Source: an optimization exercise on an open RTL-to-GDS flow (aim: small area and a short achievable clock period). Production flows keep margins and buffers that such runs may drop. The RTL was checked by simulation tests, not by an equivalence proof against the original design.

== before ==
==> flow/design.v <==
package tdc_pkg;
   localparam int N_CH   = 8;
   localparam int INT_W  = 11;
   localparam int FRAC_W = 11;
   localparam int SCALE  = 50;
   localparam int ACC_W  = 16;
   localparam int EV_W   = 20;
   localparam int ACC_SW = 36;
   localparam int OUT_W  = 37;
endpackage
module tdc_add_tree (
   input  logic        clk,
   input  logic [87:0] int_data,
   input  logic [87:0] frac_data,
   input  logic [7:0]  ch_mask,
   input  logic        v3,
   output logic [19:0] ev_o
);
   logic [7:0][10:0] mi, mf;
   for (genvar i = 0; i < 8; i++) begin : g_mask
      assign mi[i] = ~(int_data[11*i +: 11]  & {11{ch_mask[i]}});
      assign mf[i] = ~(frac_data[11*i +: 11] & {11{ch_mask[i]}});
   end
   logic [3:0][13:0] r0i_d, r0f_d, r0i_q, r0f_q;
   csa8to4 u_c0i (.m(mi), .r(r0i_d));
   csa8to4 u_c0f (.m(mf), .r(r0f_d));
   logic [13:0] s1i, c1i, s1f, c1f;
   logic [13:0] s1i_q, c1i_q, s1f_q, c1f_q;
   csa4to2 u_c1i (.r(r0i_q), .s(s1i), .c(c1i));
   csa4to2 u_c1f (.r(r0f_q), .s(s1f), .c(c1f));
   logic [13:0] si_q, sf_q;
   logic [19:0] a3, b3, c3, d3, t3s, t3c, e3s, e3c, e3s_q, e3c_q;
   assign a3  = {1'b0, si_q, 5'd0};
   assign b3  = {2'b0, si_q, 4'd0};
   assign c3  = {5'b0, si_q, 1'b0};
   assign d3  = {6'b0, sf_q};
   assign t3s = a3 ^ b3 ^ c3;
   assign t3c = {((a3[18:0] & b3[18:0]) | (a3[18:0] & c3[18:0]) | (b3[18:0] & c3[18:0])), 1'b0};
   assign e3s = t3s ^ t3c ^ d3;
   assign e3c = {((t3s[18:0] & t3c[18:0]) | (t3s[18:0] & d3[18:0]) | (t3c[18:0] & d3[18:0])), 1'b0};
   logic [19:0] e4_q;
   always_ff @(posedge clk) begin
      r0i_q <= r0i_d;
      r0f_q <= r0f_d;
      s1i_q <= s1i;
      c1i_q <= c1i;
      s1f_q <= s1f;
      c1f_q <= c1f;
      si_q  <= ~(s1i_q + c1i_q + 14'd1);
      sf_q  <= ~(s1f_q + c1f_q + 14'd1);
      e3s_q <= e3s;
      e3c_q <= e3c;
   end
   always_ff @(posedge clk) begin
      e4_q <= v3 ? (e3s_q + e3c_q) : 20'd0;
   end
   assign ev_o = e4_q;
endmodule
module csa8to4 (
   input  logic [7:0][10:0] m,
   output logic [3:0][13:0] r
);
   logic [13:0] x0, x1, x2, x3, x4, x5, x6, x7;
   logic [13:0] sa, ca, sb, cb;
   assign x0 = {3'b111, m[0]};
   assign x1 = {3'b111, m[1]};
   assign x2 = {3'b111, m[2]};
   assign x3 = {3'b111, m[3]};
   assign x4 = {3'b111, m[4]};
   assign x5 = {3'b111, m[5]};
   assign x6 = {3'b111, m[6]};
   assign x7 = {3'b111, m[7]};
   assign sa = x0 ^ x1 ^ x2;
   assign ca = {((x0[12:0] & x1[12:0]) | (x0[12:0] & x2[12:0]) | (x1[12:0] & x2[12:0])), 1'b1};
   assign sb = x3 ^ x4 ^ x5;
   assign cb = {((x3[12:0] & x4[12:0]) | (x3[12:0] & x5[12:0]) | (x4[12:0] & x5[12:0])), 1'b1};
   assign r[0] = sa ^ ca ^ sb;
   assign r[1] = {((sa[12:0] & ca[12:0]) | (sa[12:0] & sb[12:0]) | (ca[12:0] & sb[12:0])), 1'b1};
   assign r[2] = cb ^ x6 ^ x7;
   assign r[3] = {((cb[12:0] & x6[12:0]) | (cb[12:0] & x7[12:0]) | (x6[12:0] & x7[12:0])), 1'b1};
endmodule
module csa4to2 (
   input  logic [3:0][13:0] r,
   output logic [13:0]      s,
   output logic [13:0]      c
);
   logic [13:0] t, u;
   assign t = r[0] ^ r[1] ^ r[2];
   assign u = {((r[0][12:0] & r[1][12:0]) | (r[0][12:0] & r[2][12:0]) | (r[1][12:0] & r[2][12:0])), 1'b1};
   assign s = t ^ u ^ r[3];
   assign c = {((t[12:0] & u[12:0]) | (t[12:0] & r[3][12:0]) | (u[12:0] & r[3][12:0])), 1'b1};
endmodule
module tdc_time_accum (
   input  logic        clk,
   input  logic        rst,
   input  logic [87:0] int_data,
   input  logic [87:0] frac_data,
   input  logic [7:0]  ch_mask,
   input  logic        start,
   input  logic [15:0] acc_len,
   input  logic        acc_clear,
   output logic [36:0] out_sum,
   output logic [15:0] out_cnt,
   output logic        out_dval,
   output logic        busy
);
   logic [4:0]       vld_q;
   logic [4:0][15:0] len_q;
   logic             le1_q;     
   logic [19:0]      ev;        
   tdc_add_tree u_tree (
      .clk       (clk),
      .int_data  (int_data),
      .frac_data (frac_data),
      .ch_mask   (ch_mask),
      .v3        (vld_q[3]),
      .ev_o      (ev)
   );
   always_ff @(posedge clk or posedge rst) begin
      if (rst) begin
         vld_q <= '0;
      end else begin
         vld_q <= {vld_q[3:0], start};
      end
   end
   always_ff @(posedge clk) begin
      len_q <= {len_q[3:0], acc_len};
      le1_q <= (len_q[3][15:1] == 15'd0);
   end
   logic        acc_st_q;    
   logic        acc_st_d;
   logic [35:0] acc_q;
   logic [15:0] rem_q;       
   logic [15:0] blen_q;      
   logic [35:0] sum_q;
   logic [15:0] ocnt_q;
   logic        dval_q;
   logic        busy_q;
   logic [35:0] add;
   logic        last, finish, done;
   assign add    = acc_q + 36'(ev);
   assign last   = (rem_q == 16'd2);
   assign finish = acc_st_q ? last : le1_q;
   assign done   = vld_q[4] & finish & ~acc_clear;
   always_comb begin
      acc_st_d = acc_st_q;
      if (acc_clear) begin
         acc_st_d = 1'b0;
      end else if (vld_q[4]) begin
         acc_st_d = ~finish;
      end
   end
   always_ff @(posedge clk or posedge rst) begin
      if (rst) begin
         acc_st_q <= 1'b0;
         sum_q    <= '0;
         ocnt_q   <= '0;
         dval_q   <= 1'b0;
         busy_q   <= 1'b0;
      end else begin
         acc_st_q <= acc_st_d;
         if (done) begin
            sum_q  <= add;
            ocnt_q <= acc_st_q ? blen_q : 16'd1;
         end
         dval_q <= done;
         busy_q <= acc_st_d | start | (|vld_q[3:0]);
      end
   end
   always_ff @(posedge clk) begin
      acc_q <= (~acc_clear & (vld_q[4] ? ~finish : acc_st_q)) ? add : 36'd0;
      if (vld_q[4]) begin
         rem_q <= acc_st_q ? rem_q - 16'd1 : len_q[4];
      end
      if (vld_q[4] & ~acc_st_q) begin
         blen_q <= len_q[4];
      end
   end
   assign out_sum  = {1'b0, sum_q};
   assign out_cnt  = ocnt_q;
   assign out_dval = dval_q;
   assign busy     = busy_q;
endmodule
module tdc_time_accum_top (
   input  logic         clk,
   input  logic         rst,
   input  logic [87:0]  int_data,
   input  logic [87:0]  frac_data,
   input  logic [7:0]   ch_mask,
   input  logic         start,
   input  logic [15:0]  acc_len,
   input  logic         acc_clear,
   output logic [36:0]  out_sum,
   output logic [15:0]  out_cnt,
   output logic         out_dval,
   output logic         busy
);
   tdc_time_accum u_accum (
      .clk       (clk),
      .rst       (rst),
      .int_data  (int_data),
      .frac_data (frac_data),
      .ch_mask   (ch_mask),
      .start     (start),
      .acc_len   (acc_len),
      .acc_clear (acc_clear),
      .out_sum   (out_sum),
      .out_cnt   (out_cnt),
      .out_dval  (out_dval),
      .busy      (busy)
   );
endmodule
==> flow/config.mk <==
export PLATFORM = sky130hd
export DESIGN_NAME = tdc_time_accum_top
export DESIGN_NICKNAME = tdc_time_accum_top
export VERILOG_FILES = /design/flow/design.v
export SDC_FILE = /design/flow/constraint.sdc
export NUM_CORES = 4
export LEC_CHECK = 0
export ABC_AREA = 1
export ABC_CLOCK_PERIOD_IN_PS = 2000
export CAP_MARGIN = 20
export CORE_MARGIN = 2
export CORE_UTILIZATION = 40
export CTS_BUF_LIST = sky130_fd_sc_hd__clkbuf_8 sky130_fd_sc_hd__clkbuf_16
export CTS_CLUSTER_DIAMETER = 100
export CTS_CLUSTER_SIZE = 25
export PLACE_DENSITY = 0.5
export SETUP_SLACK_MARGIN = 2.0
export SLEW_MARGIN = 20
==> flow/constraint.sdc <==
create_clock -name core_clock -period 4.0 [get_ports {clk}]
set_input_delay 0.8000 -clock core_clock [delete_from_list [all_inputs] [get_ports {clk}]]
set_output_delay 0.8000 -clock core_clock [all_outputs]
set_load 0.01 [all_outputs]
standard.sh (not shown) runs the stock make flow with config.mk's settings and CLKGATE_MAP_FILE= SYNTH_SCRIPT=/design/flow/synth_recipe.tcl, a recipe that flattens the netlist after the stock synthesis.
==> flow/flow/run.sh <==
#!/bin/bash
set -e
export BUFFER_PORTS_ARGS="-buffer_cell sky130_fd_sc_hd__buf_1"
bash standard.sh > standard_flow.log 2>&1
In summary, before completed successfully, with a layout that passed the timing, design-rule and antenna checks.
Input changes introduced in after (baseline for comparison: before):
Settings: a change of PLACE_DENSITY from 0.5 to 0.6.
==> results.txt <==
- Result for before and after: all clean
- Compared with before, in after simple logic cell fraction of the synthesized area closely matched the old numbers; average via count per standard cell +1.0%; mapped cell area held steady.
- Diff before -> after | estimated wirelength of the detail-placed design | decrease of about 1.8%
- after vs before on final standard cell utilization of the core: after is the lower one.
- Looking at worst setup path endpoint, the u_accum.u_tree.r0i_q[10] result is from before; the u_accum.u_tree.r0f_q[7] one comes from after.
- Delta (after minus before): worst hold slack saw little to no change, overall fraction of global-route tracks in use lost 0.60 points.

[re-timing with driven ports]
How much do the figures lean on ideal ports? The routed layouts below were timed once more, with nothing changed but the port constraints. Step 1 (the two cells are an assumption about what drives the block):
set clk [get_ports {clk}]
set_driving_cell -lib_cell sky130_fd_sc_hd__clkbuf_16 $clk
set_driving_cell -lib_cell sky130_fd_sc_hd__buf_2 [delete_from_list [all_inputs] $clk]
Step 2 times the ports against the registers' clock, not the clock port: input delays grow and output delays shrink by t, the midpoint of the rising clock arrivals with the driver on. a / b / c = ideal / step 1 / step 2; a / b = the first two.
| run | t, ns | slack for setup (ns) | hold WS [ns] | worst register clock-pin slew, ns | worst data-port slew with drivers (ns) |
|---|---|---|---|---|---|
| before | 0.603 | 2.042 / 2.007 / 1.473 | 0.329 / 0.307 / 0.329 | 0.10 / 0.10 | 0.07 |
| after | 0.592 | 2.040 / 2.019 / 1.477 | 0.329 / 0.316 / 0.329 | 0.10 / 0.10 | 0.06 |
After both steps every run listed still meets setup and hold. The setup slack of before, which loses most, moves by -0.035 ns with the drivers and by -0.569 ns with both steps.
